This design comes from an exercise in tuning for small area, a short achievable clock period and few clock cycles per item on the open sky130 flow, not from production work. In this exercise RTL edits were held to simulation tests only and were not proved equivalent to the original. Power and IR drop assume default switching activity.

==> delta <==
==> flow/design.v (excerpt) <==
module point_in_polygon_crossing_test #(
    parameter int COORD_BITS  = pip_pkg::COORD_BITS_DEFAULT,
    parameter int QUEUE_DEPTH = pip_pkg::QUEUE_DEPTH_DEFAULT
) (
    input  logic                  i_clk,
    input  logic                  i_rst_n,
    input  logic                  i_cfg_we,
    input  logic                  i_cfg_idx,
    input  logic [COORD_BITS-1:0] i_cfg_data,
    input  logic                  i_valid,
    output logic                  o_ready,
    input  logic [COORD_BITS-1:0] i_vertex_x,
    input  logic [COORD_BITS-1:0] i_vertex_y,
    input  logic                  i_last_vertex,
    output logic                  o_valid,
    input  logic                  i_ready,
    output logic                  o_inside_res
);
    localparam int OWE_BITS = $clog2(QUEUE_DEPTH + 1);
    logic [COORD_BITS-1:0] r_query_x;
    logic [COORD_BITS-1:0] r_query_y;
    logic                  hold;
    logic                  r_ready;
    logic                  accept;
    logic                  r_open;
    logic [OWE_BITS-1:0]   r_owed;
    logic [OWE_BITS-1:0]   n_owed;
    logic                  pop;
    logic                  r_skid_v;
    logic [COORD_BITS-1:0] r_skid_x;
    logic [COORD_BITS-1:0] r_skid_y;
    logic                  r_skid_first;
  ...
==> module pip_front, before the edit <==
module pip_front (
    input  logic [15:0]   i_x,
    input  logic [15:0]   i_y,
    input  logic [15:0]   i_qx,
    input  logic [15:0]   i_qy,
    output pip_pkg::t_mag o_mag
);
    assign o_mag.du = {i_x[15], i_x} - {i_qx[15], i_qx};
    assign o_mag.dv = {i_y[15], i_y} - {i_qy[15], i_qy};
endmodule
==> module pip_norm, before the edit <==
module pip_norm (
    input  pip_pkg::t_mag i_mag,
    output pip_pkg::t_vtx o_vtx
);
    logic [15:0] mu;
    logic [15:0] mv;
    logic [19:0] nu;
    logic [19:0] nv;
    function automatic logic [19:0] norm(input logic [15:0] m);
        logic [15:0] t;
        logic [3:0]  e;
        t = m;
        e = 4'd15;
        if (t[15:8] == '0) begin t = {t[7:0], 8'b0};  e[3] = 1'b0; end
        if (t[15:12] == '0) begin t = {t[11:0], 4'b0}; e[2] = 1'b0; end
        if (t[15:14] == '0) begin t = {t[13:0], 2'b0}; e[1] = 1'b0; end
        if (t[15] == 1'b0) begin t = {t[14:0], 1'b0}; e[0] = 1'b0; end
        norm = {t, e};
    endfunction
    assign mu       = i_mag.du[16] ? 16'(-i_mag.du) : i_mag.du[15:0];
    assign mv       = i_mag.dv[16] ? 16'(-i_mag.dv) : i_mag.dv[15:0];
    assign nu       = norm(mu);
    assign nv       = norm(mv);
    assign o_vtx.nu = nu[19:4];
    assign o_vtx.eu = nu[3:0];
    assign o_vtx.nv = nv[19:4];
    assign o_vtx.ev = nv[3:0];
    assign o_vtx.su = i_mag.du[16];
    assign o_vtx.pv = !i_mag.dv[16] && (i_mag.dv != '0);
endmodule
Settings: LEC_CHECK=0, CAP_MARGIN=20, CORE_MARGIN=2, CORE_UTILIZATION=40, SETUP_SLACK_MARGIN=5, SLEW_MARGIN=20; clock period 10.0 ns.
run.sh (not shown) runs the stock make flow with config.mk's settings and CLKGATE_MAP_FILE= SYNTH_SCRIPT=/design/flow/synth_recipe.tcl, a recipe that flattens the netlist after the stock synthesis.
==> willow (differences from delta) <==
--- a/flow/design.v
+++ b/flow/design.v
@@ -2,16 +2,18 @@
     localparam int COORD_BITS_DEFAULT  = 16;
     localparam int QUEUE_DEPTH_DEFAULT = 4;
     typedef enum logic {
         CFG_QUERY_X = 1'b0,
         CFG_QUERY_Y = 1'b1
     } t_cfg_idx;
     typedef struct packed {
-        logic [16:0] du;
-        logic [16:0] dv;
+        logic [15:0] mu;     
+        logic        su;     
+        logic [15:0] mv;     
+        logic        pv;     
     } t_mag;
     typedef struct packed {
         logic [15:0] nu;     
         logic [3:0]  eu;     
         logic        su;     
         logic [15:0] nv;     
         logic [3:0]  ev;     
@@ -21,46 +23,52 @@
 module pip_front (
     input  logic [15:0]   i_x,
     input  logic [15:0]   i_y,
     input  logic [15:0]   i_qx,
     input  logic [15:0]   i_qy,
     output pip_pkg::t_mag o_mag
 );
-    assign o_mag.du = {i_x[15], i_x} - {i_qx[15], i_qx};
-    assign o_mag.dv = {i_y[15], i_y} - {i_qy[15], i_qy};
+    logic [16:0] du;
+    logic [16:0] dv;
+    logic [16:0] ndu;
+    logic [16:0] ndv;
+    assign du  = {i_x[15], i_x} - {i_qx[15], i_qx};
+    assign dv  = {i_y[15], i_y} - {i_qy[15], i_qy};
+    assign ndu = {i_qx[15], i_qx} - {i_x[15], i_x};
+    assign ndv = {i_qy[15], i_qy} - {i_y[15], i_y};
+    assign o_mag.mu = du[16] ? ndu[15:0] : du[15:0];
+    assign o_mag.su = du[16];
+    assign o_mag.mv = dv[16] ? ndv[15:0] : dv[15:0];
+    assign o_mag.pv = ndv[16];
 endmodule
 module pip_norm (
     input  pip_pkg::t_mag i_mag,
     output pip_pkg::t_vtx o_vtx
 );
-    logic [15:0] mu;
-    logic [15:0] mv;
     logic [19:0] nu;
     logic [19:0] nv;
     function automatic logic [19:0] norm(input logic [15:0] m);
         logic [15:0] t;
         logic [3:0]  e;
         t = m;
         e = 4'd15;
         if (t[15:8] == '0) begin t = {t[7:0], 8'b0};  e[3] = 1'b0; end
         if (t[15:12] == '0) begin t = {t[11:0], 4'b0}; e[2] = 1'b0; end
         if (t[15:14] == '0) begin t = {t[13:0], 2'b0}; e[1] = 1'b0; end
         if (t[15] == 1'b0) begin t = {t[14:0], 1'b0}; e[0] = 1'b0; end
         norm = {t, e};
     endfunction
-    assign mu       = i_mag.du[16] ? 16'(-i_mag.du) : i_mag.du[15:0];
-    assign mv       = i_mag.dv[16] ? 16'(-i_mag.dv) : i_mag.dv[15:0];
-    assign nu       = norm(mu);
-    assign nv       = norm(mv);
+    assign nu       = norm(i_mag.mu);
+    assign nv       = norm(i_mag.mv);
     assign o_vtx.nu = nu[19:4];
     assign o_vtx.eu = nu[3:0];
     assign o_vtx.nv = nv[19:4];
     assign o_vtx.ev = nv[3:0];
-    assign o_vtx.su = i_mag.du[16];
-    assign o_vtx.pv = !i_mag.dv[16] && (i_mag.dv != '0);
+    assign o_vtx.su = i_mag.su;
+    assign o_vtx.pv = i_mag.pv;
 endmodule
 module pip_queue #(
     parameter int DEPTH = pip_pkg::QUEUE_DEPTH_DEFAULT
 ) (
     input  logic i_clk,
     input  logic i_rst_n,
     input  logic i_push,
- SETUP_SLACK_MARGIN: 5 -> default
==> ember (differences from delta) <==
--- a/flow/design.v
+++ b/flow/design.v
@@ -2,16 +2,18 @@
     localparam int COORD_BITS_DEFAULT  = 16;
     localparam int QUEUE_DEPTH_DEFAULT = 4;
     typedef enum logic {
         CFG_QUERY_X = 1'b0,
         CFG_QUERY_Y = 1'b1
     } t_cfg_idx;
     typedef struct packed {
-        logic [16:0] du;
-        logic [16:0] dv;
+        logic [15:0] mu;     
+        logic        su;     
+        logic [15:0] mv;     
+        logic        pv;     
     } t_mag;
     typedef struct packed {
         logic [15:0] nu;     
         logic [3:0]  eu;     
         logic        su;     
         logic [15:0] nv;     
         logic [3:0]  ev;     
@@ -21,46 +23,52 @@
 module pip_front (
     input  logic [15:0]   i_x,
     input  logic [15:0]   i_y,
     input  logic [15:0]   i_qx,
     input  logic [15:0]   i_qy,
     output pip_pkg::t_mag o_mag
 );
-    assign o_mag.du = {i_x[15], i_x} - {i_qx[15], i_qx};
-    assign o_mag.dv = {i_y[15], i_y} - {i_qy[15], i_qy};
+    logic [16:0] du;
+    logic [16:0] dv;
+    logic [16:0] ndu;
+    logic [16:0] ndv;
+    assign du  = {i_x[15], i_x} - {i_qx[15], i_qx};
+    assign dv  = {i_y[15], i_y} - {i_qy[15], i_qy};
+    assign ndu = {i_qx[15], i_qx} - {i_x[15], i_x};
+    assign ndv = {i_qy[15], i_qy} - {i_y[15], i_y};
+    assign o_mag.mu = du[16] ? ndu[15:0] : du[15:0];
+    assign o_mag.su = du[16];
+    assign o_mag.mv = dv[16] ? ndv[15:0] : dv[15:0];
+    assign o_mag.pv = ndv[16];
 endmodule
 module pip_norm (
     input  pip_pkg::t_mag i_mag,
     output pip_pkg::t_vtx o_vtx
 );
-    logic [15:0] mu;
-    logic [15:0] mv;
     logic [19:0] nu;
     logic [19:0] nv;
     function automatic logic [19:0] norm(input logic [15:0] m);
         logic [15:0] t;
         logic [3:0]  e;
         t = m;
         e = 4'd15;
         if (t[15:8] == '0) begin t = {t[7:0], 8'b0};  e[3] = 1'b0; end
         if (t[15:12] == '0) begin t = {t[11:0], 4'b0}; e[2] = 1'b0; end
         if (t[15:14] == '0) begin t = {t[13:0], 2'b0}; e[1] = 1'b0; end
         if (t[15] == 1'b0) begin t = {t[14:0], 1'b0}; e[0] = 1'b0; end
         norm = {t, e};
     endfunction
-    assign mu       = i_mag.du[16] ? 16'(-i_mag.du) : i_mag.du[15:0];
-    assign mv       = i_mag.dv[16] ? 16'(-i_mag.dv) : i_mag.dv[15:0];
-    assign nu       = norm(mu);
-    assign nv       = norm(mv);
+    assign nu       = norm(i_mag.mu);
+    assign nv       = norm(i_mag.mv);
     assign o_vtx.nu = nu[19:4];
     assign o_vtx.eu = nu[3:0];
     assign o_vtx.nv = nv[19:4];
     assign o_vtx.ev = nv[3:0];
-    assign o_vtx.su = i_mag.du[16];
-    assign o_vtx.pv = !i_mag.dv[16] && (i_mag.dv != '0);
+    assign o_vtx.su = i_mag.su;
+    assign o_vtx.pv = i_mag.pv;
 endmodule
 module pip_queue #(
     parameter int DEPTH = pip_pkg::QUEUE_DEPTH_DEFAULT
 ) (
     input  logic i_clk,
     input  logic i_rst_n,
     input  logic i_push,
@@ -107,16 +115,16 @@
     output logic            o_t_gt,      
     output logic            o_t_lt,      
     output logic            o_t_eq,      
     output logic            o_e_p1,      
     output logic            o_e_m1,      
     output logic            o_inx_p,     
     output logic            o_inx_q,     
-    output logic [2*M:0]    o_xs,        
-    output logic [2*M:0]    o_ys         
+    output logic [2*M-1:0]  o_xp,        
+    output logic [2*M-1:0]  o_yq         
 );
     logic [15:0]       a;
     logic [15:0]       b;
     logic [15:0]       c;
     logic [15:0]       d;
     logic              pu1;
     logic              pu2;
@@ -130,18 +138,14 @@
     logic [4:0]        sp;
     logic [4:0]        sq;
     logic signed [5:0] ex;
     logic              e_gt;
     logic              e_lt;
     logic              gt;
     logic              lt;
-    logic              e_p1;
-    logic              e_m1;
-    logic [2*M-1:0]    xp;
-    logic [2*M-1:0]    yq;
     function automatic logic tog(input logic f_gt, input logic f_lt,
                                  input logic f_rise, input logic f_pu1, input logic f_su1,
                                  input logic f_pu2, input logic f_su2);
         if (f_rise) tog = f_pu1 ? (!f_su2 || f_gt) : (!f_su2 && f_lt);
         else        tog = f_pu2 ? (!f_su1 || f_lt) : (!f_su1 && f_gt);
     endfunction
     assign a   = i_p1.nu;
@@ -173,46 +177,46 @@
         end
     end
     assign o_dec    = !need || e_gt || e_lt;
     assign o_toggle = straddle && tog(gt, lt, rise, pu1, su1, pu2, su2);
     assign o_t_gt   = tog(1'b1, 1'b0, rise, pu1, su1, pu2, su2);
     assign o_t_lt   = tog(1'b0, 1'b1, rise, pu1, su1, pu2, su2);
     assign o_t_eq   = tog(1'b0, 1'b0, rise, pu1, su1, pu2, su2);
-    assign e_p1     = ex == 6'sd1;
-    assign e_m1     = ex == -6'sd1;
-    assign o_e_p1   = e_p1;
-    assign o_e_m1   = e_m1;
+    assign o_e_p1   = ex == 6'sd1;
+    assign o_e_m1   = ex == -6'sd1;
     assign o_inx_p  = (a[15-M:0] != '0) || (b[15-M:0] != '0);
     assign o_inx_q  = (c[15-M:0] != '0) || (d[15-M:0] != '0);
-    pip_mul7 u_mul_p (.i_a(a[15:16-M]), .i_b(b[15:16-M]), .o_p(xp));
-    pip_mul7 u_mul_q (.i_a(c[15:16-M]), .i_b(d[15:16-M]), .o_p(yq));
-    assign o_xs = e_p1 ? {xp, 1'b0} : {1'b0, xp};
-    assign o_ys = e_m1 ? {yq, 1'b0} : {1'b0, yq};
+    pip_mul7 u_mul_p (.i_a(a[15:16-M]), .i_b(b[15:16-M]), .o_p(o_xp));
+    pip_mul7 u_mul_q (.i_a(c[15:16-M]), .i_b(d[15:16-M]), .o_p(o_yq));
 endmodule
 module pip_cmp #(
     parameter int M = 7
 ) (
-    input  logic [2*M:0]   i_xs,
-    input  logic [2*M:0]   i_ys,
+    input  logic [2*M-1:0] i_xp,
+    input  logic [2*M-1:0] i_yq,
     input  logic           i_e_p1,
     input  logic           i_e_m1,
     input  logic           i_inx_p,
     input  logic           i_inx_q,
     output logic           o_gt,
     output logic           o_lt,
     output logic           o_eq
 );
     localparam int TOL = (1 << (M + 1)) - 1;
     localparam logic signed [2*M+1:0] T1  = TOL;
     localparam logic signed [2*M+1:0] T2  = 2 * TOL;
     localparam logic signed [2*M+1:0] NT1 = -TOL;
     localparam logic signed [2*M+1:0] NT2 = -2 * TOL;
     localparam logic signed [2*M+1:0] Z   = 0;
+    logic [2*M:0]          xs;
+    logic [2*M:0]          ys;
     logic signed [2*M+1:0] dif;
-    assign dif = {1'b0, i_xs} - {1'b0, i_ys};
+    assign xs  = i_e_p1 ? {i_xp, 1'b0} : {1'b0, i_xp};
+    assign ys  = i_e_m1 ? {i_yq, 1'b0} : {1'b0, i_yq};
+    assign dif = {1'b0, xs} - {1'b0, ys};
     always_comb begin
         if (!i_inx_q)    o_gt = dif > Z;
         else if (i_e_m1) o_gt = dif > T2;
         else             o_gt = dif > T1;
         if (!i_inx_p)    o_lt = dif < Z;
         else if (i_e_p1) o_lt = dif < NT2;
         else             o_lt = dif < NT1;
@@ -564,29 +568,29 @@
     logic                  e_t_gt;
     logic                  e_t_lt;
     logic                  e_t_eq;
     logic                  e_p1;
     logic                  e_m1;
     logic                  e_inx_p;
     logic                  e_inx_q;
-    logic [14:0]           e_xs;
-    logic [14:0]           e_ys;
+    logic [13:0]           e_xp;
+    logic [13:0]           e_yq;
     logic                  r2_v;
     logic                  r2_close;
     logic                  r2_dec;
     logic                  r2_toggle;
     logic                  r2_t_gt;
     logic                  r2_t_lt;
     logic                  r2_t_eq;
     logic                  r2_e_p1;
     logic                  r2_e_m1;
     logic                  r2_inx_p;
     logic                  r2_inx_q;
-    logic [14:0]           r2_xs;
-    logic [14:0]           r2_ys;
+    logic [13:0]           r2_xp;
+    logic [13:0]           r2_yq;
     logic [15:0]           r2_a;
     logic [15:0]           r2_d;
     logic                  c_gt;
     logic                  c_lt;
     logic                  c_eq;
     logic                  undec;
     logic                  x_done;
@@ -694,16 +698,16 @@
         .o_t_gt   (e_t_gt),
         .o_t_lt   (e_t_lt),
         .o_t_eq   (e_t_eq),
         .o_e_p1   (e_p1),
         .o_e_m1   (e_m1),
         .o_inx_p  (e_inx_p),
         .o_inx_q  (e_inx_q),
-        .o_xs     (e_xs),
-        .o_ys     (e_ys)
+        .o_xp     (e_xp),
+        .o_yq     (e_yq)
     );
     always_ff @(posedge i_clk) begin
         if (!i_rst_n) begin
             r2_v <= 1'b0;
         end else if (!hold) begin
             r2_v <= edge_en || r_close;
         end
@@ -716,23 +720,23 @@
             r2_t_gt   <= e_t_gt;
             r2_t_lt   <= e_t_lt;
             r2_t_eq   <= e_t_eq;
             r2_e_p1   <= e_p1;
             r2_e_m1   <= e_m1;
             r2_inx_p  <= e_inx_p;
             r2_inx_q  <= e_inx_q;
-            r2_xs     <= e_xs;
-            r2_ys     <= e_ys;
+            r2_xp     <= e_xp;
+            r2_yq     <= e_yq;
             r2_a      <= r_prev.nu;
             r2_d      <= r_prev.nv;
         end
     end
     pip_cmp u_cmp (
-        .i_xs    (r2_xs),
-        .i_ys    (r2_ys),
+        .i_xp    (r2_xp),
+        .i_yq    (r2_yq),
         .i_e_p1  (r2_e_p1),
         .i_e_m1  (r2_e_m1),
         .i_inx_p (r2_inx_p),
         .i_inx_q (r2_inx_q),
         .o_gt    (c_gt),
         .o_lt    (c_lt),
         .o_eq    (c_eq)
- SETUP_SLACK_MARGIN: 5 -> default
==> comparison table <==
	ember	willow	delta
Outcome	complete, no violations	complete, no violations	complete, no violations
Vertical die dimension	245 um	246 um	243 um
Flip-flop and latch area	9750 um^2	9810 um^2	9810 um^2
Synthesized-area fraction occupied by adder cells	15.1%	15.1%	13.6%
Highest Clock Rate	175 MHz	178 MHz	209 MHz
Global router's overall resource usage	17.6%	17.1%	17.6%
Utilization after layout	45.2%	45.1%	46.0%
Post-synthesis mux area share	10.2%	9.18%	8.99%
Number of nets at the end of the flow	2,521	2,526	2,483
Pint	0.00464 W	0.00465 W	0.00487 W
Simple logic cell fraction of the synthesized area	13.0%	13.3%	14.6%
Tcrit/Tclk final	57.1%	56.1%	47.9%
Placed cell count	2,955	2,961	2,917
Total clock buffers created by CTS	42	41	41
Testbench counts of delta, summed over its fixed seeds: cycles 14,799, vertices 14,293.
Testbench counts of willow, summed over its fixed seeds: cycles 14,799, vertices 14,293.
Testbench counts of ember, summed over its fixed seeds: cycles 14,799, vertices 14,293.

[afterwards: timing with drivers on the ports]
The flow's constraints put no driver on any port. The routed layouts listed below were extracted and timed again, unchanged, in two steps.
Step 1, drivers: a clkbuf_16 drives i_clk and a buf_2 each remaining input, both assumed.
Step 2 moves the port delays by t, midway between the first and last clock arrival at a register: inputs arrive t later, outputs are due t later. That takes back most of the time a late clock gives input paths.
Slacks: no drivers / after step 1 / after step 2; pairs: no drivers / after step 1.
run | t, ns | slack for setup (ns) | clock arrival spread, ns
delta | 0.619 | 5.212 / 5.212 / 4.656 | 0.014 / 0.013
willow | 0.615 | 4.387 / 4.387 / 4.028 | 0.025 / 0.025
ember | 0.620 | 4.287 / 4.287 / 4.073 | 0.031 / 0.032
After both steps setup and hold are still met in every run listed. For delta, which loses most, drivers alone change the setup slack by 0.000 ns; drivers and shift together by -0.556 ns.
